Background: an optimization exercise with open tools, aiming at a short achievable clock period and few clock cycles. Do not read the settings as production practice.
Only simulation tests tie the RTL to the original design; equivalence was not proved.
Power figures rest on the tool's default switching activity, not on a simulated workload.

**config.mk**
```make
export PLATFORM = sky130hd
export DESIGN_NAME = mipsCore
export DESIGN_NICKNAME = mipsCore
export VERILOG_FILES = /design/flow/design.v
export SDC_FILE = /design/flow/constraint.sdc
export NUM_CORES = 4
export LEC_CHECK = 0
export CAP_MARGIN = 20
export CELL_PAD_IN_SITES_DETAIL_PLACEMENT = 1
export CELL_PAD_IN_SITES_GLOBAL_PLACEMENT = 2
export CORE_MARGIN = 2
export CORE_UTILIZATION = 28
export GPL_ROUTABILITY_DRIVEN = 1
export PLACE_DENSITY = 0.5
export SLEW_MARGIN = 20
```
**constraint.sdc**
```tcl
create_clock -name core_clock -period 7.5 [get_ports {clk}]
set_input_delay 1.5000 -clock core_clock [delete_from_list [all_inputs] [get_ports {clk}]]
set_output_delay 1.5000 -clock core_clock [all_outputs]
set_load 0.01 [all_outputs]
```
**design.v**
```verilog
package mipsPkg;
  localparam int WORD_W   = 32;
  localparam int REG_W    = 5;
  localparam int NUM_REGS = 2 ** REG_W;
  typedef logic [WORD_W-1:0] word_t;
  typedef logic [REG_W-1:0]  regAddr_t;
  typedef enum logic [5:0] {
    R_TYPE = 6'b000000,
    J      = 6'b000010,
    BEQ    = 6'b000100,
    ADDI   = 6'b001000,
    LW     = 6'b100011,
    SW     = 6'b101011
  } opcode_e;
  typedef enum logic [5:0] {
    F_ADD = 6'h20,
    F_SUB = 6'h22,
    F_AND = 6'h24,
    F_OR  = 6'h25,
    F_SLT = 6'h2a
  } funct_e;
  typedef enum logic [2:0] {
    ALU_AND = 3'b000,
    ALU_OR  = 3'b001,
    ALU_ADD = 3'b010,
    ALU_SUB = 3'b110,
    ALU_SLT = 3'b111
  } aluOp_e;
  typedef enum logic [1:0] {
    FWD_REG = 2'b00,
    FWD_WB  = 2'b01,
    FWD_MEM = 2'b10
  } fwdSel_e;
  typedef struct packed {
    logic   regWrite;
    logic   memToReg;
    logic   memWrite;
    logic   aluSrc;
    aluOp_e aluOp;
  } exCtrl_t;
  localparam word_t NOP_WORD = '0;
endpackage
`timescale 1ns/1ps
module mipsCore #(
  parameter int IMEM_DEPTH = 64,
  parameter int DMEM_DEPTH = 64
) (
  input  logic              clk,
  input  logic              rst,
  input  logic              instLoad_i,
  input  mipsPkg::word_t    instAddr_i,
  input  mipsPkg::word_t    instData_i,
  output mipsPkg::word_t    memAddr_o,
  output mipsPkg::word_t    memWriteData_o,
  output logic              memWrite_o,
  output mipsPkg::regAddr_t regAddr_o,
  output mipsPkg::word_t    regWriteData_o,
  output logic              regWrite_o
);
  typedef logic [5:0] widx_t;
  logic [31:0] imRaw  [64];
  logic        imJ    [64];
  logic        imB    [64];
  widx_t       imTgt  [64];
  widx_t       imSucc [64];
  widx_t ldA, ldAm1;
  logic  ldIsJ, ldIsB;
  assign ldA   = instAddr_i[5:0];
  assign ldAm1 = ldA - 6'd1;
  assign ldIsJ = instData_i[31:26] == 6'h02;
  assign ldIsB = instData_i[31:26] == 6'h04;
  always_ff @(posedge clk) begin
    if (instLoad_i) begin
      imRaw[ldA]    <= instData_i;
      imJ[ldA]      <= ldIsJ;
      imB[ldA]      <= ldIsB;
      imTgt[ldA]    <= ldIsJ ? instData_i[5:0] : ldA + 6'd1 + instData_i[5:0];
      imSucc[ldAm1] <= ldIsJ ? instData_i[5:0] : ldA;
    end
  end
  widx_t pcF;
  logic [1:0] bp [64];
  logic        dValid;
  logic [31:0] dIns;
  widx_t       dPc, dTgt, dSucc;
  logic        dPredT;
  logic        eValid, eWr, eLw, eSw, eBeq, eImm, ePredT;
  logic [4:0]  eDest;
  logic [2:0]  eOp;
  logic [31:0] eRA, eRB, eImmV;
  logic        eFAM, eFAW, eFBM, eFBW;
  widx_t       ePc, eTgt, eSucc;
  logic        mWr, mLw, mSw;
  logic [4:0]  mDest;
  logic [31:0] mAlu, mSd;
  logic        wWr;
  logic [4:0]  wDest;
  logic [31:0] wRes;
  logic        stallD, mispE;
  widx_t       redirE;
  logic  fJ, fB, fPredT;
  widx_t fTgt, fSucc, fNext;
  assign fJ     = imJ[pcF];
  assign fB     = imB[pcF];
  assign fTgt   = imTgt[pcF];
  assign fSucc  = imSucc[pcF];
  assign fPredT = fB & bp[pcF][1];
  assign fNext  = (fJ | fPredT) ? fTgt : fSucc;
  always_ff @(posedge clk or posedge rst) begin
    if (rst) begin
      pcF    <= '0;
      dValid <= 1'b0;
    end else if (instLoad_i) begin
      pcF    <= '0;
      dValid <= 1'b0;
    end else if (mispE) begin
      pcF    <= redirE;
      dValid <= 1'b0;
    end else if (!stallD) begin
      pcF    <= fNext;
      dValid <= !fJ;
    end
  end
  always_ff @(posedge clk) begin
    if (!stallD) begin
      dIns   <= imRaw[pcF];
      dPc    <= pcF;
      dTgt   <= fTgt;
      dSucc  <= fSucc;
      dPredT <= fPredT;
    end
  end
  logic [31:0] rf [32];
  logic [31:0] rv;
  logic [5:0] op, fn;
  logic [4:0] rs, rt, rd, dDest;
  logic       isR, fnOk, dWrK, dUseRs, dUseRt, dLw, dSw, dBeq, dImm, dWr;
  logic [2:0] dOp;
  logic [31:0] dRA, dRB;
  assign op = dIns[31:26];
  assign fn = dIns[5:0];
  assign rs = dIns[25:21];
  assign rt = dIns[20:16];
  assign rd = dIns[15:11];
  always_comb begin
    isR = op == 6'h00;
    dOp = mipsPkg::ALU_ADD;
    fnOk = 1'b1;
    case (fn)
      6'h20: dOp = mipsPkg::ALU_ADD;
      6'h22: dOp = mipsPkg::ALU_SUB;
      6'h24: dOp = mipsPkg::ALU_AND;
      6'h25: dOp = mipsPkg::ALU_OR;
      6'h2a: dOp = mipsPkg::ALU_SLT;
      default: fnOk = 1'b0;
    endcase
    if (!isR) dOp = mipsPkg::ALU_ADD;
  end
  assign dLw    = op == 6'h23;
  assign dSw    = op == 6'h2b;
  assign dBeq   = op == 6'h04;
  assign dImm   = op == 6'h08 || dLw || dSw;
  assign dWrK   = (isR && fnOk) || op == 6'h08 || dLw;
  assign dDest  = isR ? rd : rt;
  assign dWr    = dWrK && dDest != 5'd0;
  assign dUseRs = (isR && fnOk) || dImm || dBeq;
  assign dUseRt = (isR && fnOk) || dSw || dBeq;
  assign dRA = (wWr && wDest == rs) ? wRes : (rv[rs] ? rf[rs] : 32'd0);
  assign dRB = (wWr && wDest == rt) ? wRes : (rv[rt] ? rf[rt] : 32'd0);
  assign stallD = dValid && eValid && eLw && eWr &&
                  ((dUseRs && eDest == rs) || (dUseRt && eDest == rt));
  always_ff @(posedge clk or posedge rst) begin
    if (rst) begin
      eValid <= 1'b0;
    end else begin
      eValid <= dValid && !stallD && !mispE && !instLoad_i;
    end
  end
  always_ff @(posedge clk) begin
    eWr   <= dWr;
    eLw   <= dLw;
    eSw   <= dSw;
    eBeq  <= dBeq;
    eImm  <= dImm;
    eOp   <= dOp;
    eDest <= dDest;
    eRA   <= dRA;
    eRB   <= dRB;
    eImmV <= {{16{dIns[15]}}, dIns[15:0]};
    eFAM  <= eValid && eWr && eDest == rs;
    eFAW  <= mWr && mDest == rs;
    eFBM  <= eValid && eWr && eDest == rt;
    eFBW  <= mWr && mDest == rt;
    ePc   <= dPc;
    eTgt  <= dTgt;
    eSucc <= dSucc;
    ePredT <= dPredT;
  end
  logic [31:0] srcA, srcB, valB, aluOut;
  logic        taken;
  assign srcA = eFAM ? mAlu : eFAW ? wRes : eRA;
  assign valB = eFBM ? mAlu : eFBW ? wRes : eRB;
  assign srcB = eImm ? eImmV : valB;
  always_comb begin
    case (eOp)
      mipsPkg::ALU_AND: aluOut = srcA & srcB;
      mipsPkg::ALU_OR:  aluOut = srcA | srcB;
      mipsPkg::ALU_SUB: aluOut = srcA - srcB;
      mipsPkg::ALU_SLT: aluOut = {31'd0, $signed(srcA) < $signed(srcB)};
      default:          aluOut = srcA + srcB;
    endcase
  end
  assign taken  = srcA == valB;
  assign mispE  = eValid && eBeq && (taken != ePredT);
  assign redirE = taken ? eTgt : eSucc;
  always_ff @(posedge clk or posedge rst) begin
    if (rst) begin
      for (int i = 0; i < 64; i++) bp[i] <= 2'b01;
    end else if (eValid && eBeq) begin
      if (taken && bp[ePc] != 2'b11) bp[ePc] <= bp[ePc] + 2'd1;
      else if (!taken && bp[ePc] != 2'b00) bp[ePc] <= bp[ePc] - 2'd1;
    end
  end
  always_ff @(posedge clk or posedge rst) begin
    if (rst) begin
      mWr <= 1'b0;
      mLw <= 1'b0;
      mSw <= 1'b0;
    end else begin
      mWr <= eValid && eWr;
      mLw <= eValid && eLw;
      mSw <= eValid && eSw;
    end
  end
  always_ff @(posedge clk) begin
    mDest <= eDest;
    mAlu  <= aluOut;
    mSd   <= valB;
  end
  logic [31:0] dm [64];
  logic [63:0] dv;
  widx_t       mIdx;
  logic [31:0] mRd;
  assign mIdx = mAlu[7:2];
  assign mRd  = dv[mIdx] ? dm[mIdx] : 32'd0;
  always_ff @(posedge clk) begin
    if (mSw) dm[mIdx] <= mSd;
  end
  always_ff @(posedge clk or posedge rst) begin
    if (rst) dv <= '0;
    else if (mSw) dv[mIdx] <= 1'b1;
  end
  always_ff @(posedge clk or posedge rst) begin
    if (rst) wWr <= 1'b0;
    else     wWr <= mWr;
  end
  always_ff @(posedge clk) begin
    wDest <= mDest;
    wRes  <= mLw ? mRd : mAlu;
  end
  always_ff @(posedge clk) begin
    if (wWr) rf[wDest] <= wRes;
  end
  always_ff @(posedge clk or posedge rst) begin
    if (rst) rv <= '0;
    else if (wWr) rv[wDest] <= 1'b1;
  end
  assign memWrite_o     = mSw;
  assign memAddr_o      = mAlu;
  assign memWriteData_o = mSd;
  assign regWrite_o     = wWr;
  assign regAddr_o      = wDest;
  assign regWriteData_o = wRes;
endmodule
```
**run.sh**
```bash
#!/bin/bash
# synth_recipe.tcl (not shown) runs the flow's synth.tcl, then flattens the netlist and writes it again
# the make line also repeats each setting of config.mk as NAME=value (left out here)
make -C /OpenROAD-flow-scripts/flow DESIGN_CONFIG=/design/flow/config.mk WORK_HOME=/design/flow/orfs CLKGATE_MAP_FILE= SYNTH_SCRIPT=/design/flow/synth_recipe.tcl finish
```
==> run notes, run 1 <==
----------------------------------------------------
[Run status]
  Result of the run ... no timing/DRC/antenna violations

[Drt]
  Iter 0 DRT Violations ... 11896
  Detailed-route vias per instance ... 5.16
  Count of unresolved DRC violations after routing ... 0
  TritonRoute pass-1 iters ... 6
  Drt wl/cell ... 33.5 um
  Total wirelength of the detailed-routed design ... 895000 um
  Antenna Violating Nets Remaining ... 0
  Total vias in the final route ... 137890

[Floorplanning]
  Die area ... 938000 sq um
  Chip width ... 969 um
  Std-Cell Rows ... 354
  Starting density of the core ... 28.1%
  Vert. Die Dim ... 969 um
  Std-Cell Core Area ... 928000 sq um
  Number of top-level pins ... 170

[Yosys]
  Top FF cell, synth ... sky130_fd_sc_hd__edfxtp_1
  Share of the yosys chip area belonging to registers ... 73.9%
  Top area cells in the synthesized netlist ... sky130_fd_sc_hd__edfxtp_1, sky130_fd_sc_hd__mux4_2, sky130_fd_sc_hd__a22oi_1
  Avg Synthesized Cell Area ... 19.7 sq um
  Mapped Nets ... 13378
  Synth async-reset ratio ... 3.62%
  Count of warnings emitted by yosys ... 2
  Gate count after technology mapping ... 13199
  Total of flip-flops plus latches after synthesis ... 6525
  Number of library cell types mapped by synthesis ... 105
  Top-area cell type share of the netlist area ... 69.9%
  Number of synthesized flops with an enable pin ... 6067
  Cell type contributing the most total cell area after synthesis ... sky130_fd_sc_hd__edfxtp_1
  Combined area of all synthesized cells ... 261000 sq um

[Run]
  Max-cap violation count ... 0

[Worst setup path]
  Critical path class ... register to register
  Cell with the largest stage delay on the worst path ... sky130_fd_sc_hd__o211ai_1
  Path depth of the worst reg2reg path ... 13
  Buffers & Inverters on Critical Path ... 1
  Terminus of the critical flop-to-flop path ... mAlu[0]
  Element type at the critical path end ... register
  Slowest stage delay, CP ... 0.66 ns
  Largest fanout on the critical path ... 28
  Reg-to-reg critical path startpoint ... eFAW
  Req. time, crit path ... 8.41 ns
  Cells traversed along the worst timing path ... buf_4 > mux2_2 > mux2i_1 > ha_1 > or3_1 > o31ai_1 > nor3b_1 > a21oi_1 > a221oi_1 > o211ai_1 > a211oi_1 > o21ai_0 > a31oi_1
  Internal reg-to-reg setup slack ... 2.20 ns
  Arrival time at the worst endpoint ... 6.21 ns
  Kind of cell with the highest combined delay on the critical path ... compound AO/OA/AOI/OAI gates
  Category of the worst setup path launch point ... register

[STA]
  Part of the cycle the worst path needs ... 70.7%
  Sum of negative setup slack ... 0 ns
  Worst-margin pin slew ... 1.21 ns
  Max-slew violation count ... 0
  Worst max-slew margin expressed relative to the limit ... 19.3%
  Highest achievable clock rate ... 0.189 GHz
  RSZ-0062 raised after global routing ... no
  Count of endpoints failing setup in the final report ... 0
  Shortest period the worst path allows ... 5.30 ns
  Fin Clk Skew ... 0.106 ns
  Hold violation total from the final report ... 0

[Clocking]
  Clk sinks ... 6525
  Number of hold buffers added after CTS ... 0
  Number of buffers added by the clock tree synthesis step ... 755
  Post-CTS clock slew at the launch and capture registers of the worst setup and hold paths ... 0.06 ns
  # resized after CTS ... 0
  Cell chosen for the clock root ... sky130_fd_sc_hd__clkbuf_16
  H-Tree Depth ... 6
  Max Root-Sink Buffers ... 5
  Clock tree from TritonCTS ... yes
  Post-CTS Repair Setup Buffers ... 0
  Later-pin clock latency in the skew report ... 1.10 ns

[GRT]
  Met2 usage ... 31.4%
  Wire length of the first global-routing pass ... 1240000 um
  GR Util All Layers ... 18.6%
  Grt peak-use layer ... met2
  Met1 track utilization from global routing ... 26.0%
  GRT overflow ... 0
  Vias in the first global route ... 147180
  Number of antenna violations at the first check in global routing ... 54
  M3 GR Usage ... 2.37%
  Maximum number of pins on one net before global-route repair ... 130

[Pwr]
  Largest vdd supply drop ... 0.337 mV
  Pwr dens ... 322 nW/um^2
  Leakage power of the design ... 96.2 nW

[Worst hold path]
  HP Class ... register to register
  Hold Crit Depth ... 0
  Endpoint of the worst hold path ... ePredT
  Worst hold path startpoint ... dPredT

[Place]
  # port buffers ... 143
  Final GP Congestion ... 0.758
  HPWL after detailed placement ... 522000 um

[Finish]
  Post-synthesis to final-layout area growth ... 16.7%
  Final Core Density ... 32.8%
  Most frequent standard cell in the layout excluding fill and tap cells ... sky130_fd_sc_hd__edfxtp_1
  Highest-count cells in the layout ignoring fill and taps ... sky130_fd_sc_hd__edfxtp_1, sky130_fd_sc_hd__mux4_2, sky130_fd_sc_hd__a22oi_1
  Fraction of final layout cells with drive strength greater than 1 ... 25.5%
  Net count, final ... 13968
  Layout filler cell count ... 92079

----------------------------------------------------
==> area by class of cell <==
cell class	count	area, sq um	share of cell area [%]
Clock buffer	988	20200	6.64
Antenna cell	20	50.0	0.0165
Tap cell	12282	15400	5.05
Sequential cell	6525	193000	63.4
Clock inverter	379	3050	1.00
Multi-Input combinational cell	5640	65300	21.5
Timing Repair Buffer	694	6800	2.23
Inverter	173	668	0.220
==> metrics by stage <==
step / setup slack, ns / total power [W] / hold WS (ns) / std cells / cell area [sq um]
global route: 1.82 / 0.102 / 0.346 / 26685 / 304000
CTS: 2.17 / 0.0996 / 0.330 / 26677 / 304000
finish: 2.20 / 0.0981 / 0.333 / 26701 / 304000
global placement: 1.75 / 0.0640 / 0.325 / 25301 / 280000
floorplan: 1.39 / 0.0551 / 0.323 / 13199 / 261000
detailed placement: 1.64 / 0.0640 / 0.328 / 25310 / 281000
==> per-layer routing <==
metal | vias up | wire (um)
li1 | 57059 | -
met1 | 76993 | 403000
met2 | 2840 | 439000
met3 | 972 | 34700
met4 | 26 | 18400
met5 | - | 170
==> power breakdown <==
part / switching [W] / internal, W / leakage [nW]
Combinational: 0.0131 / 0.00842 / 20.6
Clock: 0.0153 / 0.0201 / 11.3
Sequential: 0.000637 / 0.0405 / 64.2
Total: 0.0290 / 0.0690 / 96.2
==> state kept, by name (all words and copies together), names as in the netlist, 16 cells and up <==
| register | count |
|---|---|
| bp | 128 |
| dIns | 32 |
| dm | 2048 |
| dv | 64 |
| eImmV | 16 |
| eRA | 32 |
| eRB | 32 |
| imB | 64 |
| imJ | 64 |
| imRaw | 2048 |
| imSucc | 384 |
| imTgt | 384 |
| mAlu | 32 |
| mSd | 32 |
| rf | 1024 |
| rv | 32 |
| wRes | 32 |
==> cell families after synthesis <==
kind of cell / Yosys count / synth area share [%]
AOI/OAI and AO/OA: 2422 / 6.61
xor gates and xnor gates: 81 / 0.272
adders and majority gates: 112 / 0.541
buffers and inverters: 1034 / 1.62
DFF: 6525 / 73.9
muxes: 1862 / 15.0
and+or+nand+nor: 1163 / 2.03
==> how the worst max path moves through the flow <==
stage / end / slack (ns) / start / cells after the start
after floorplan: imTgt[0][4] / 1.39 / instData_i[26] / 5
after global placement: imSucc[22][5] / 1.75 / instData_i[29] / 9
after detailed placement: imSucc[22][5] / 1.64 / instData_i[29] / 9
after CTS: pcF[2] / 2.17 / eFBW / 13
after global routing: mAlu[27] / 1.82 / mAlu[6] / 14
final: mAlu[0] / 2.20 / eFAW / 13
==> worst reg2reg max path: stages (launching register included) <==
cell and delay (ns):
sky130_fd_sc_hd__dfxtp_2 0.39, sky130_fd_sc_hd__buf_4 0.40, sky130_fd_sc_hd__mux2_2 0.41, sky130_fd_sc_hd__mux2i_1 0.42, sky130_fd_sc_hd__ha_1 0.43, sky130_fd_sc_hd__or3_1 0.44, sky130_fd_sc_hd__o31ai_1 0.32, sky130_fd_sc_hd__nor3b_1 0.10
sky130_fd_sc_hd__a21oi_1 0.56, sky130_fd_sc_hd__a221oi_1 0.26, sky130_fd_sc_hd__o211ai_1 0.66, sky130_fd_sc_hd__a211oi_1 0.28, sky130_fd_sc_hd__o21ai_0 0.35, sky130_fd_sc_hd__a31oi_1 0.12
==> cells in the mapped netlist, drive strengths merged (111+ instances only) <==
master     n
clkbuf   534
mux2i    152
a41oi    161
o22ai    202
o21bai   117
a221oi   111
o21ai    258
nor2     428
ha       111
a31oi    123
a22oi    902
nand2    380
dfxtp    222
edfxtp  6067
a21oi    256
buf      327
mux4    1627
dfrtp    172
inv      172
Testbench counts, summed over its fixed seeds: cycles 12,622.
==> inputs of run 2 (changes only) <==
--- a/design.v
+++ b/design.v
@@ -64,8 +64,22 @@
   widx_t       imTgt  [64];
   widx_t       imSucc [64];
-  widx_t ldA, ldAm1;
-  logic  ldIsJ, ldIsB;
+  logic        imNxNop [64];   
+  widx_t       imSucc2 [64];   
+  widx_t ldA, ldAm1, ldAm2;
+  logic  ldIsJ, ldIsB, ldNop, ldFnOk;
   assign ldA   = instAddr_i[5:0];
   assign ldAm1 = ldA - 6'd1;
+  assign ldAm2 = ldA - 6'd2;
+  assign ldFnOk = instData_i[5:0] == 6'h20 || instData_i[5:0] == 6'h22 ||
+                  instData_i[5:0] == 6'h24 || instData_i[5:0] == 6'h25 ||
+                  instData_i[5:0] == 6'h2a;
+  always_comb begin
+    case (instData_i[31:26])
+      6'h00:        ldNop = !ldFnOk || instData_i[15:11] == 5'd0;
+      6'h08, 6'h23: ldNop = instData_i[20:16] == 5'd0;
+      6'h02, 6'h04, 6'h2b: ldNop = 1'b0;
+      default:      ldNop = 1'b1;
+    endcase
+  end
   assign ldIsJ = instData_i[31:26] == 6'h02;
   assign ldIsB = instData_i[31:26] == 6'h04;
@@ -77,4 +91,6 @@
       imTgt[ldA]    <= ldIsJ ? instData_i[5:0] : ldA + 6'd1 + instData_i[5:0];
       imSucc[ldAm1] <= ldIsJ ? instData_i[5:0] : ldA;
+      imNxNop[ldAm1] <= ldNop;
+      imSucc2[ldAm2] <= ldIsJ ? instData_i[5:0] : ldA;
     end
   end
@@ -104,5 +120,5 @@
   assign fB     = imB[pcF];
   assign fTgt   = imTgt[pcF];
-  assign fSucc  = imSucc[pcF];
+  assign fSucc  = imNxNop[pcF] ? imSucc2[pcF] : imSucc[pcF];
   assign fPredT = fB & bp[pcF][1];
   assign fNext  = (fJ | fPredT) ? fTgt : fSucc;
--- a/config.mk
+++ b/config.mk
@@ -6,4 +6,5 @@
 export NUM_CORES = 4
 export LEC_CHECK = 0
+export ABC_CLOCK_PERIOD_IN_PS = 3000
 export CAP_MARGIN = 20
 export CELL_PAD_IN_SITES_DETAIL_PLACEMENT = 1
@@ -13,3 +14,5 @@
 export GPL_ROUTABILITY_DRIVEN = 1
 export PLACE_DENSITY = 0.5
+export SETUP_SLACK_MARGIN = 4.0
 export SLEW_MARGIN = 20
+export TNS_END_PERCENT = 100
==> run 2 against run 1 <==
Synthesized cell count rose by 4.2%. Sequential share of layout area fell by 2.3 points. Critical path depth rose by 4. Flip-flop and latch count rose by 448. Setup slack improved by 1.1 ns. Still clean. Hold slack improved by 0.0017 ns. Clock skew rose by 0.068 ns. Largest power group unchanged. Global-route usage rose by 1.2 points.
==> run notes, run 2 <==
----------------------------------------------------
[Run status]
  Result of the run ... no timing/DRC/antenna violations

[Drt]
  Count of unresolved DRC violations after routing ... 0
  Iter 0 DRT Violations ... 14393
  Drt wl/cell ... 35.2 um
  Antenna Violating Nets Remaining ... 0
  Detailed-route vias per instance ... 5.21
  Total wirelength of the detailed-routed design ... 1010000 um
  Total vias in the final route ... 150120
  TritonRoute pass-1 iters ... 5

[Place]
  Placed Cells incl. Taps ... 26820
  Final GP Congestion ... 0.764
  # port buffers ... 143
  HPWL after detailed placement ... 556000 um

[Floorplanning]
  Number of top-level pins ... 170
  Die area ... 1000000 sq um
  Starting density of the core ... 28.0%
  Vert. Die Dim ... 1000 um
  Std-Cell Rows ... 366
  Std-Cell Core Area ... 991000 sq um
  Chip width ... 1000 um

[STA]
  Fin Clk Skew ... 0.174 ns
  Worst-margin pin slew ... 1.32 ns
  Count of endpoints failing setup in the final report ... 0
  Shortest period the worst path allows ... 4.17 ns
  Hold violation total from the final report ... 0
  Highest achievable clock rate ... 0.240 GHz
  RSZ-0062 raised after global routing ... yes
  Sum of negative setup slack ... 0 ns
  Max-slew violation count ... 0
  Worst max-slew margin expressed relative to the limit ... 12.3%
  Part of the cycle the worst path needs ... 55.7%

[Finish]
  Net count, final ... 15080
  Post-route insts no fill ... 28810
  Highest-count cells in the layout ignoring fill and taps ... sky130_fd_sc_hd__edfxtp_1, sky130_fd_sc_hd__mux4_2, sky130_fd_sc_hd__a22oi_1
  Fraction of final layout cells with drive strength greater than 1 ... 33.5%
  Most frequent standard cell in the layout excluding fill and tap cells ... sky130_fd_sc_hd__edfxtp_1
  Post-synthesis to final-layout area growth ... 21.6%
  Largest registers ... dm x2048, imRaw x2048, rf x1024
  Layout filler cell count ... 97118

[Pwr]
  Internal power summed over all cells ... 0.0790 W
  Sw Ratio ... 30.5%
  Leakage power of the design ... 108 nW
  Clock share of power ... 33.4%
  Net load switching power ... 0.0347 W
  Relative contribution of sequential cells to total power ... 38.9%
  Combinational group share of total power ... 27.7%
  Pwr dens ... 337 nW/um^2
  Largest vdd supply drop ... 0.423 mV

[Clocking]
  Number of buffers added by the clock tree synthesis step ... 794
  Cell chosen for the clock root ... sky130_fd_sc_hd__clkbuf_16
  Clk sinks ... 6973
  H-Tree Depth ... 6
  Post-CTS clock slew at the launch and capture registers of the worst setup and hold paths ... 0.06 ns
  Clock tree from TritonCTS ... yes
  Later-pin clock latency in the skew report ... 1.17 ns
  Number of hold buffers added after CTS ... 0
  Max Root-Sink Buffers ... 5

[Worst setup path]
  Largest fanout on the critical path ... 7
  Element type at the critical path end ... register
  Critical path class ... register to register
  Arrival time at the worst endpoint ... 5.07 ns
  Crit path from ... eFAW
  Category of the worst setup path launch point ... register
  Reg-to-reg critical path startpoint ... eFAW
  Cell seen most often among critical-path stages ... sky130_fd_sc_hd__buf_12
  Internal reg-to-reg setup slack ... 3.33 ns
  Cell with the largest stage delay on the worst path ... sky130_fd_sc_hd__nor4_4
  Req. time, crit path ... 8.40 ns
  Cells traversed along the worst timing path ... buf_12 > buf_16 > mux2_4 > mux2i_4 > xor2_2 > nor4_4 > buf_4 > nand4_1 > buf_6 > o211ai_4 > buf_12 > mux2i_4 > buf_6 > buf_12 > buf_16 > or3_4 > mux2_4
  Slowest stage delay, CP ... 0.48 ns

[Yosys]
  Top-area cell type share of the netlist area ... 70.4%
  Synth async-reset ratio ... 3.38%
  Combined area of all synthesized cells ... 278000 sq um
  Share of the yosys chip area belonging to registers ... 74.1%
  Cell type contributing the most total cell area after synthesis ... sky130_fd_sc_hd__edfxtp_1
  Mapped Nets ... 13933
  Total of flip-flops plus latches after synthesis ... 6973
  Most frequently used cell type in the post-synthesis netlist ... sky130_fd_sc_hd__edfxtp_1
  Commonest cells in the netlist ... sky130_fd_sc_hd__edfxtp_1, sky130_fd_sc_hd__mux4_2, sky130_fd_sc_hd__a22oi_1, sky130_fd_sc_hd__clkbuf_1, sky130_fd_sc_hd__nor2_1
  Number of synthesized flops with an enable pin ... 6515
  Avg Synthesized Cell Area ... 20.2 sq um
  Gate count after technology mapping ... 13754
  Number of library cell types mapped by synthesis ... 97
  Count of warnings emitted by yosys ... 2
  Top FF cell, synth ... sky130_fd_sc_hd__edfxtp_1
  Top area cells in the synthesized netlist ... sky130_fd_sc_hd__edfxtp_1, sky130_fd_sc_hd__mux4_2, sky130_fd_sc_hd__a22oi_1

[GRT]
  Wire length of the first global-routing pass ... 1380000 um
  GR Util All Layers ... 19.8%
  Number of antenna violations at the first check in global routing ... 48
  GRT overflow ... 0
  Maximum number of pins on one net before global-route repair ... 129
  Vias in the first global route ... 157299

[Worst hold path]
  Worst hold path startpoint ... dPc[4]
  HP Class ... register to register

[Run]
  Max-cap violation count ... 0

----------------------------------------------------
[run 2: cell types whose count changed in the layout (fill, tap and decap cells not counted), sizes merged, moves of 99 or more]
cell / delta
buf: +533
edfxtp: +448
o22ai: -148
mux4: +132
mux2: +119
clkdlybuf4s50: -108
o21ai: -99
[run 2: power groups by stage]
stage / Sequential (W) / Clock [W] / Combinational, W
finish: 0.0443 / 0.0380 / 0.0315
global route: 0.0443 / 0.0403 / 0.0329
CTS: 0.0443 / 0.0389 / 0.0315
detailed placement: 0.0452 / 0 / 0.0263
global placement: 0.0452 / 0 / 0.0263
floorplan: 0.0448 / 0 / 0.0158
[run 2: per-stage QoR]
step	worst slack [ns]	instance area [sq um]	total power [W]	utilization (%)	hold slack [ns]
2_1_floorplan	2.96	278000	0.0607	-	0.323
3_3_place_gp	1.46	299000	0.0715	30.2	0.324
3_5_place_dp	1.49	299000	0.0715	30.2	0.328
4_1_cts	3.32	336000	0.115	33.9	0.337
5_1_grt	3.21	338000	0.118	34.1	0.345
6_report	3.33	338000	0.114	34.1	0.335
[run 2: timing repair]
item / 4_1_cts / 5_1_grt
buffers inserted: 379 / 44
resized for setup: 1803 / 225
pin swaps: 203 / 108
endpoints found under the hold margin: 0 / 0
cloned: 97 / 12
setup endpoints to repair: 6686 / 1642
[run 2: per-layer routing]
layer | routed length, um | up-vias | GRT usage (%)
li1 | - | 60733 | -
met1 | 457000 | 84490 | 27.9
met2 | 488000 | 3745 | 32.8
met3 | 43000 | 1140 | 2.46
met4 | 25900 | 12 | 4.59
met5 | 82 | - | 0
[run 2: logic make-up after synthesis]
group / after synthesis / share of synthesized area (%)
buf+inv: 1065 / 1.57
mux: 2121 / 15.7
flops: 6973 / 74.1
xor+xnor: 83 / 0.262
simple gates: 1198 / 2.06
fa+ha+maj: 113 / 0.511
compound gates: 2201 / 5.79
[run 2: layout make-up]
cell class | count | area, sq um | share of cell area (%)
clock inverter | 398 | 3630 | 1.07
tap | 13248 | 16600 | 4.91
antenna | 34 | 85.1 | 0.0252
sequential | 6973 | 206000 | 61.1
clock buffer | 1025 | 21200 | 6.29
timing repair buffer | 1236 | 15300 | 4.52
multi-input combinational | 5730 | 74000 | 21.9
inverter | 166 | 658 | 0.195
[run 2: worst max-delay path: cells and delay by family, from the launching register on]
kind                   cells  cell delay (ns)
flip-flops                 1             0.42
buffers and inverters      8             1.28
XOR/XNOR                   1             0.11
AO/OA/AOI/OAI              1             0.19
AND/OR/NAND/NOR            3             1.08
multiplexers               4             0.88
[run 2: worst paths after layout]
| kind | end | cells after the start |
|---|---|---|
| max | bp[49][1] | 17 |
| max in group asynchronous | mLw | 3 |
| max reg2reg | bp[49][1] | 17 |
| min | ePc[4] | 0 |
| min reg2reg | ePc[4] | 0 |
| min in group asynchronous | bp[45][1] | 2 |
Testbench counts of run 2, summed over its fixed seeds: cycles 12,217.
==> inputs of run 3 (changes only) <==
--- a/design.v
+++ b/design.v
@@ -105,13 +105,14 @@
   logic [2:0]  eOp;
   logic [31:0] eRA, eRB, eImmV;
-  logic        eFAM, eFAW, eFBM, eFBW;
+  logic        eFA, eFB;
+  widx_t       eIdxR;           
   widx_t       ePc, eTgt, eSucc;
-  logic        mWr, mLw, mSw;
-  logic [4:0]  mDest;
-  logic [31:0] mAlu, mSd;
   logic        wWr;
   logic [4:0]  wDest;
   logic [31:0] wRes;
-  logic        stallD, mispE;
+  logic        oRegWr, oMemWr;
+  logic [4:0]  oDest;
+  logic [31:0] oRes, oAddr, oSd;
+  logic        mispE;
   widx_t       redirE;
   logic  fJ, fB, fPredT;
@@ -133,5 +134,5 @@
       pcF    <= redirE;
       dValid <= 1'b0;
-    end else if (!stallD) begin
+    end else begin
       pcF    <= fNext;
       dValid <= !fJ;
@@ -139,11 +140,9 @@
   end
   always_ff @(posedge clk) begin
-    if (!stallD) begin
-      dIns   <= imRaw[pcF];
-      dPc    <= pcF;
-      dTgt   <= fTgt;
-      dSucc  <= fSucc;
-      dPredT <= fPredT;
-    end
+    dIns   <= imRaw[pcF];
+    dPc    <= pcF;
+    dTgt   <= fTgt;
+    dSucc  <= fSucc;
+    dPredT <= fPredT;
   end
   logic [31:0] rf [32];
@@ -151,7 +150,8 @@
   logic [5:0] op, fn;
   logic [4:0] rs, rt, rd, dDest;
-  logic       isR, fnOk, dWrK, dUseRs, dUseRt, dLw, dSw, dBeq, dImm, dWr;
+  logic       isR, fnOk, dWrK, dLw, dSw, dBeq, dImm, dWr;
   logic [2:0] dOp;
-  logic [31:0] dRA, dRB;
+  logic [31:0] dRA, dRB, dImmV;
+  logic [7:0]  dAddrLo;
   assign op = dIns[31:26];
   assign fn = dIns[5:0];
@@ -180,15 +180,13 @@
   assign dDest  = isR ? rd : rt;
   assign dWr    = dWrK && dDest != 5'd0;
-  assign dUseRs = (isR && fnOk) || dImm || dBeq;
-  assign dUseRt = (isR && fnOk) || dSw || dBeq;
+  assign dImmV  = {{16{dIns[15]}}, dIns[15:0]};
   assign dRA = (wWr && wDest == rs) ? wRes : (rv[rs] ? rf[rs] : 32'd0);
   assign dRB = (wWr && wDest == rt) ? wRes : (rv[rt] ? rf[rt] : 32'd0);
-  assign stallD = dValid && eValid && eLw && eWr &&
-                  ((dUseRs && eDest == rs) || (dUseRt && eDest == rt));
+  assign dAddrLo = dRA[7:0] + dIns[7:0];
   always_ff @(posedge clk or posedge rst) begin
     if (rst) begin
       eValid <= 1'b0;
     end else begin
-      eValid <= dValid && !stallD && !mispE && !instLoad_i;
+      eValid <= dValid && !mispE && !instLoad_i;
     end
   end
@@ -203,9 +201,8 @@
     eRA   <= dRA;
     eRB   <= dRB;
-    eImmV <= {{16{dIns[15]}}, dIns[15:0]};
-    eFAM  <= eValid && eWr && eDest == rs;
-    eFAW  <= mWr && mDest == rs;
-    eFBM  <= eValid && eWr && eDest == rt;
-    eFBW  <= mWr && mDest == rt;
+    eImmV <= dImmV;
+    eIdxR <= dAddrLo[7:2];
+    eFA   <= eValid && eWr && eDest == rs;
+    eFB   <= eValid && eWr && eDest == rt;
     ePc   <= dPc;
     eTgt  <= dTgt;
@@ -213,8 +210,9 @@
     ePredT <= dPredT;
   end
-  logic [31:0] srcA, srcB, valB, aluOut;
+  logic [31:0] srcA, srcB, valB, aluOut, res;
+  logic [7:0]  fwdAddrLo;
   logic        taken;
-  assign srcA = eFAM ? mAlu : eFAW ? wRes : eRA;
-  assign valB = eFBM ? mAlu : eFBW ? wRes : eRB;
+  assign srcA = eFA ? wRes : eRA;
+  assign valB = eFB ? wRes : eRB;
   assign srcB = eImm ? eImmV : valB;
   always_comb begin
@@ -238,40 +236,41 @@
     end
   end
-  always_ff @(posedge clk or posedge rst) begin
-    if (rst) begin
-      mWr <= 1'b0;
-      mLw <= 1'b0;
-      mSw <= 1'b0;
-    end else begin
-      mWr <= eValid && eWr;
-      mLw <= eValid && eLw;
-      mSw <= eValid && eSw;
-    end
-  end
-  always_ff @(posedge clk) begin
-    mDest <= eDest;
-    mAlu  <= aluOut;
-    mSd   <= valB;
-  end
   logic [31:0] dm [64];
   logic [63:0] dv;
-  widx_t       mIdx;
-  logic [31:0] mRd;
-  assign mIdx = mAlu[7:2];
-  assign mRd  = dv[mIdx] ? dm[mIdx] : 32'd0;
-  always_ff @(posedge clk) begin
-    if (mSw) dm[mIdx] <= mSd;
+  widx_t       eIdx;
+  logic [31:0] eRd;
+  assign fwdAddrLo = wRes[7:0] + eImmV[7:0];
+  assign eIdx = eFA ? fwdAddrLo[7:2] : eIdxR;
+  assign eRd  = dv[eIdx] ? dm[eIdx] : 32'd0;
+  assign res  = eLw ? eRd : aluOut;
+  always_ff @(posedge clk) begin
+    if (eValid && eSw) dm[eIdx] <= valB;
   end
   always_ff @(posedge clk or posedge rst) begin
     if (rst) dv <= '0;
-    else if (mSw) dv[mIdx] <= 1'b1;
-  end
-  always_ff @(posedge clk or posedge rst) begin
-    if (rst) wWr <= 1'b0;
-    else     wWr <= mWr;
-  end
-  always_ff @(posedge clk) begin
-    wDest <= mDest;
-    wRes  <= mLw ? mRd : mAlu;
+    else if (eValid && eSw) dv[eIdx] <= 1'b1;
+  end
+  always_ff @(posedge clk or posedge rst) begin
+    if (rst) begin
+      wWr    <= 1'b0;
+      oRegWr <= 1'b0;
+      oMemWr <= 1'b0;
+    end else begin
+      wWr    <= eValid && eWr;
+      oRegWr <= eValid && eWr;
+      oMemWr <= eValid && eSw;
+    end
+  end
+  always_ff @(posedge clk) begin
+    wDest <= eDest;
+    wRes  <= res;
+    if (eValid && eWr) begin
+      oDest <= eDest;
+      oRes  <= res;
+    end
+    if (eValid && eSw) begin
+      oAddr <= aluOut;
+      oSd   <= valB;
+    end
   end
   always_ff @(posedge clk) begin
@@ -282,9 +281,9 @@
     else if (wWr) rv[wDest] <= 1'b1;
   end
-  assign memWrite_o     = mSw;
-  assign memAddr_o      = mAlu;
-  assign memWriteData_o = mSd;
-  assign regWrite_o     = wWr;
-  assign regAddr_o      = wDest;
-  assign regWriteData_o = wRes;
+  assign memWrite_o     = oMemWr;
+  assign memAddr_o      = oAddr;
+  assign memWriteData_o = oSd;
+  assign regWrite_o     = oRegWr;
+  assign regAddr_o      = oDest;
+  assign regWriteData_o = oRes;
 endmodule
==> run 3 against run 2 <==
Sequential share of layout area down 2.7 points. Sequential power rose by 1%. Highest routed layer unchanged. Core utilization is 0.91 points higher. Setup slack got worse by 0.043 ns. Die area rose by 2.5%. Synthesized cell count up 11%. Hold slack worse by 0.0099 ns. Clock-buffer cell count unchanged. Wire length up 6.9%. Via count up 6.6%. Critical endpoint is now oRes[31]. Combinational power grew 49%.
==> run notes, run 3 <==
----------------------------------------------------
[Finish]
  Largest registers ... dm x2048, imRaw x2048, rf x1024
  Final Core Density ... 35.0%
  Net count, final ... 17054
  Fraction of final layout cells with drive strength greater than 1 ... 34.0%
  Highest-count cells in the layout ignoring fill and taps ... sky130_fd_sc_hd__edfxtp_1, sky130_fd_sc_hd__mux4_2, sky130_fd_sc_hd__nand2_1
  Most frequent standard cell in the layout excluding fill and tap cells ... sky130_fd_sc_hd__edfxtp_1
  Post-synthesis to final-layout area growth ... 24.6%

[GRT]
  GRT overflow ... 0
  Vias in the first global route ... 165425
  Maximum number of pins on one net before global-route repair ... 137
  Number of antenna violations at the first check in global routing ... 115
  GR Util All Layers ... 20.5%
  Wire length of the first global-routing pass ... 1460000 um

[Yosys]
  Most frequently used cell type in the post-synthesis netlist ... sky130_fd_sc_hd__edfxtp_1
  Synth async-reset ratio ... 3.34%
  Gate count after technology mapping ... 15288
  Commonest cells in the netlist ... sky130_fd_sc_hd__edfxtp_1, sky130_fd_sc_hd__mux4_2, sky130_fd_sc_hd__nand2_1, sky130_fd_sc_hd__clkbuf_1, sky130_fd_sc_hd__nor2_1
  Top FF cell, synth ... sky130_fd_sc_hd__edfxtp_1
  Avg Synthesized Cell Area ... 18.6 sq um
  Mapped Nets ... 15478
  Top-area cell type share of the netlist area ... 69.2%
  Cell type contributing the most total cell area after synthesis ... sky130_fd_sc_hd__edfxtp_1
  Combined area of all synthesized cells ... 285000 sq um
  Share of the yosys chip area belonging to registers ... 72.7%
  Total of flip-flops plus latches after synthesis ... 7007
  Count of warnings emitted by yosys ... 2
  Number of synthesized flops with an enable pin ... 6565
  Top area cells in the synthesized netlist ... sky130_fd_sc_hd__edfxtp_1, sky130_fd_sc_hd__mux4_2, sky130_fd_sc_hd__nand2_1
  Number of library cell types mapped by synthesis ... 98

[Place]
  # port buffers ... 143
  Worst-case setup slack after placement ... 1.43 ns
  HPWL after detailed placement ... 595000 um
  Final GP Congestion ... 0.775

[Drt]
  Count of unresolved DRC violations after routing ... 0
  Total wirelength of the detailed-routed design ... 1080000 um
  Routed met2 length ... 520000 um
  Top layer reached by signal wires ... met5
  Total vias in the final route ... 160076
  TritonRoute pass-1 iters ... 5
  Wire length on met1 ... 482000 um
  Detailed-route vias per instance ... 5.13
  Routed wire length on met3 ... 57500 um
  Antenna Violating Nets Remaining ... 0
  Drt wl/cell ... 34.8 um
  Iter 0 DRT Violations ... 15517

[Floorplanning]
  Die area ... 1030000 sq um
  Vert. Die Dim ... 1010 um
  Std-Cell Rows ... 370
  Number of top-level pins ... 170
  Starting density of the core ... 28.1%
  Chip width ... 1010 um
  Std-Cell Core Area ... 1010000 sq um

[Clocking]
  Number of buffers added by the clock tree synthesis step ... 796
  Later-pin clock latency in the skew report ... 1.20 ns
  Clk sinks ... 7007
  Clock tree from TritonCTS ... yes
  Max Root-Sink Buffers ... 5
  Number of hold buffers added after CTS ... 0
  H-Tree Depth ... 6
  Post-CTS clock slew at the launch and capture registers of the worst setup and hold paths ... 0.06 ns
  Cell chosen for the clock root ... sky130_fd_sc_hd__clkbuf_16

[STA]
  Fin Clk Skew ... 0.116 ns
  Worst max-slew margin expressed relative to the limit ... 20.3%
  Shortest period the worst path allows ... 4.22 ns
  RSZ-0062 raised after global routing ... yes
  Highest achievable clock rate ... 0.237 GHz
  Hold violation total from the final report ... 0
  Count of endpoints failing setup in the final report ... 0
  Max-slew violation count ... 0
  Sum of negative setup slack ... 0 ns
  Worst-margin pin slew ... 1.20 ns
  Final setup slack of the worst path ... 3.28 ns
  Part of the cycle the worst path needs ... 56.2%

[Worst setup path]
  Cells traversed along the worst timing path ... buf_12 > ha_4 > a311o_1 > a211o_1 > a31oi_4 > buf_12 > buf_12 > nor2_4 > buf_12 > buf_16 > buf_4 > a32oi_4 > a31oi_4 > or4_4 > or4_4 > o2bb2ai_4
  Kind of cell with the highest combined delay on the critical path ... compound AO/OA/AOI/OAI gates
  Cell with the largest stage delay on the worst path ... sky130_fd_sc_hd__or4_4
  Critical path class ... register to register
  Slowest stage delay, CP ... 0.62 ns
  Arrival time at the worst endpoint ... 5.23 ns
  Category of the worst setup path launch point ... register
  Buffers & Inverters on Critical Path ... 6
  Largest fanout on the critical path ... 6
  Cell seen most often among critical-path stages ... sky130_fd_sc_hd__buf_12
  Req. time, crit path ... 8.51 ns
  Element type at the critical path end ... register

[Pwr]
  Power consumption ... 0.129 W
  Pwr dens ... 364 nW/um^2
  Largest vdd supply drop ... 0.261 mV
  Leakage power of the design ... 112 nW

[Run]
  Max-cap violation count ... 0

[Run status]
  Result of the run ... no timing/DRC/antenna violations

[Worst hold path]
  HP Class ... register to register

----------------------------------------------------
==> run 3: worst paths after layout <==
| kind | to | cells after the start | startpoint | slack [ns] |
|---|---|---|---|---|
| max | oRes[31] | 16 | wRes[2] | 3.28 |
| min | eSucc[4] | 0 | dSucc[4] | 0.32 |
| max reg2reg | oRes[31] | 16 | wRes[2] | 3.28 |
| min reg2reg | eSucc[4] | 0 | dSucc[4] | 0.32 |
| max in group asynchronous | pcF[4] | 4 | rst | 5.24 |
| min in group asynchronous | rv[27] | 3 | rst | 0.95 |
==> run 3: worst reg2reg max path: stages, from the launching register on <==
cell and delay, ns:
sky130_fd_sc_hd__dfxtp_4 0.35, sky130_fd_sc_hd__buf_12 0.13, sky130_fd_sc_hd__ha_4 0.18, sky130_fd_sc_hd__a311o_1 0.32, sky130_fd_sc_hd__a211o_1 0.38, sky130_fd_sc_hd__a31oi_4 0.22, sky130_fd_sc_hd__buf_12 0.15, sky130_fd_sc_hd__buf_12 0.12
sky130_fd_sc_hd__nor2_4 0.05, sky130_fd_sc_hd__buf_12 0.14, sky130_fd_sc_hd__buf_16 0.15, sky130_fd_sc_hd__buf_4 0.16, sky130_fd_sc_hd__a32oi_4 0.19, sky130_fd_sc_hd__a31oi_4 0.14, sky130_fd_sc_hd__or4_4 0.62, sky130_fd_sc_hd__or4_4 0.59
sky130_fd_sc_hd__o2bb2ai_4 0.21
==> run 3: metal layers <==
layer | global-route usage, % | up-vias
met5 | 0 | -
met4 | 4.24 | 38
met3 | 3.14 | 1168
met2 | 33.9 | 4172
met1 | 28.6 | 88956
li1 | - | 65742
==> run 3: repair_timing <==
item | CTS | global route
gates cloned | 149 | 61
setup endpoints to repair | 6248 | 2602
gates resized for setup | 1969 | 600
pin swaps | 275 | 225
buffers inserted | 560 | 187
==> run 3: cells by family (layout without fill, tap and decap cells) <==
kind of cell / count (synthesis) / count (layout) / share of synthesized area (%)
flops: 7007 / 7007 / 72.7
simple gates: 3115 / 3134 / 4.73
mux: 2456 / 2465 / 16.5
compound gates: 1381 / 1387 / 3.52
buf+inv: 1088 / 3274 / 1.59
fa+ha+maj: 123 / 123 / 0.543
xor+xnor: 118 / 118 / 0.363
other cells: 0 / 90 / 0
==> run 3: area by class of cell <==
type                       instances  area, sq um
sequential                      7007       207000
timing repair inverter             7         97.6
timing repair buffer            1691        22300
tap                            13578        17000
multi-input combinational       7227        83000
clock inverter                   417         3410
inverter                         134          602
antenna                           90          225
clock buffer                    1025        21100
fill                          100297       660000
==> run 3: where the power goes <==
group / switching [W] / internal [W]
logic: 0.0273 / 0.0195
registers: 0.000917 / 0.0440
clock network: 0.0165 / 0.0210
total: 0.0447 / 0.0845
==> run 3: stage by stage <==
step	cell area (sq um)	hold WS (ns)	cells
after floorplan	286000	0.310	15288
after global placement	307000	0.310	28684
after detailed placement	307000	0.313	28687
after CTS	349000	0.324	30838
after global routing	355000	0.323	31132
final	355000	0.325	31176
Testbench counts of run 3, summed over its fixed seeds: cycles 11,624.

-- re-timing with driven ports --
The results above use ideal ports. As a check the final layouts listed here were re-extracted and re-timed, cells and wires unchanged.
Step 1: set_driving_cell puts a clkbuf_16 on clk and a buf_2 on each other input, an assumption about the parent block.
Step 2, shift: input delay + t, output delay - t, t = (earliest + latest rising clock arrival at the registers) / 2. This alone moves slack from input paths to output paths.
a / b / c = ideal ports / drivers / drivers and shift; a / b = the first two.
| run | shift t [ns] | setup WS [ns] | latest minus earliest clock arrival (ns) | worst slew at a driven data input, ns | cell pins on the clock port's net |
|---|---|---|---|---|---|
| run 1 | 1.199 | 2.198 / 2.198 / 1.689 | 0.123 / 0.124 | 0.27 | 1 |
| run 2 | 1.243 | 3.326 / 3.326 / 2.688 | 0.200 / 0.200 | 0.39 | 1 |
| run 3 | 1.285 | 3.283 / 3.283 / 2.773 | 0.137 / 0.138 | 0.34 | 1 |
After both steps setup and hold are still met in every run listed. The setup slack of run 2, which loses most, moves by 0.000 ns with the drivers and by -0.638 ns with both steps.
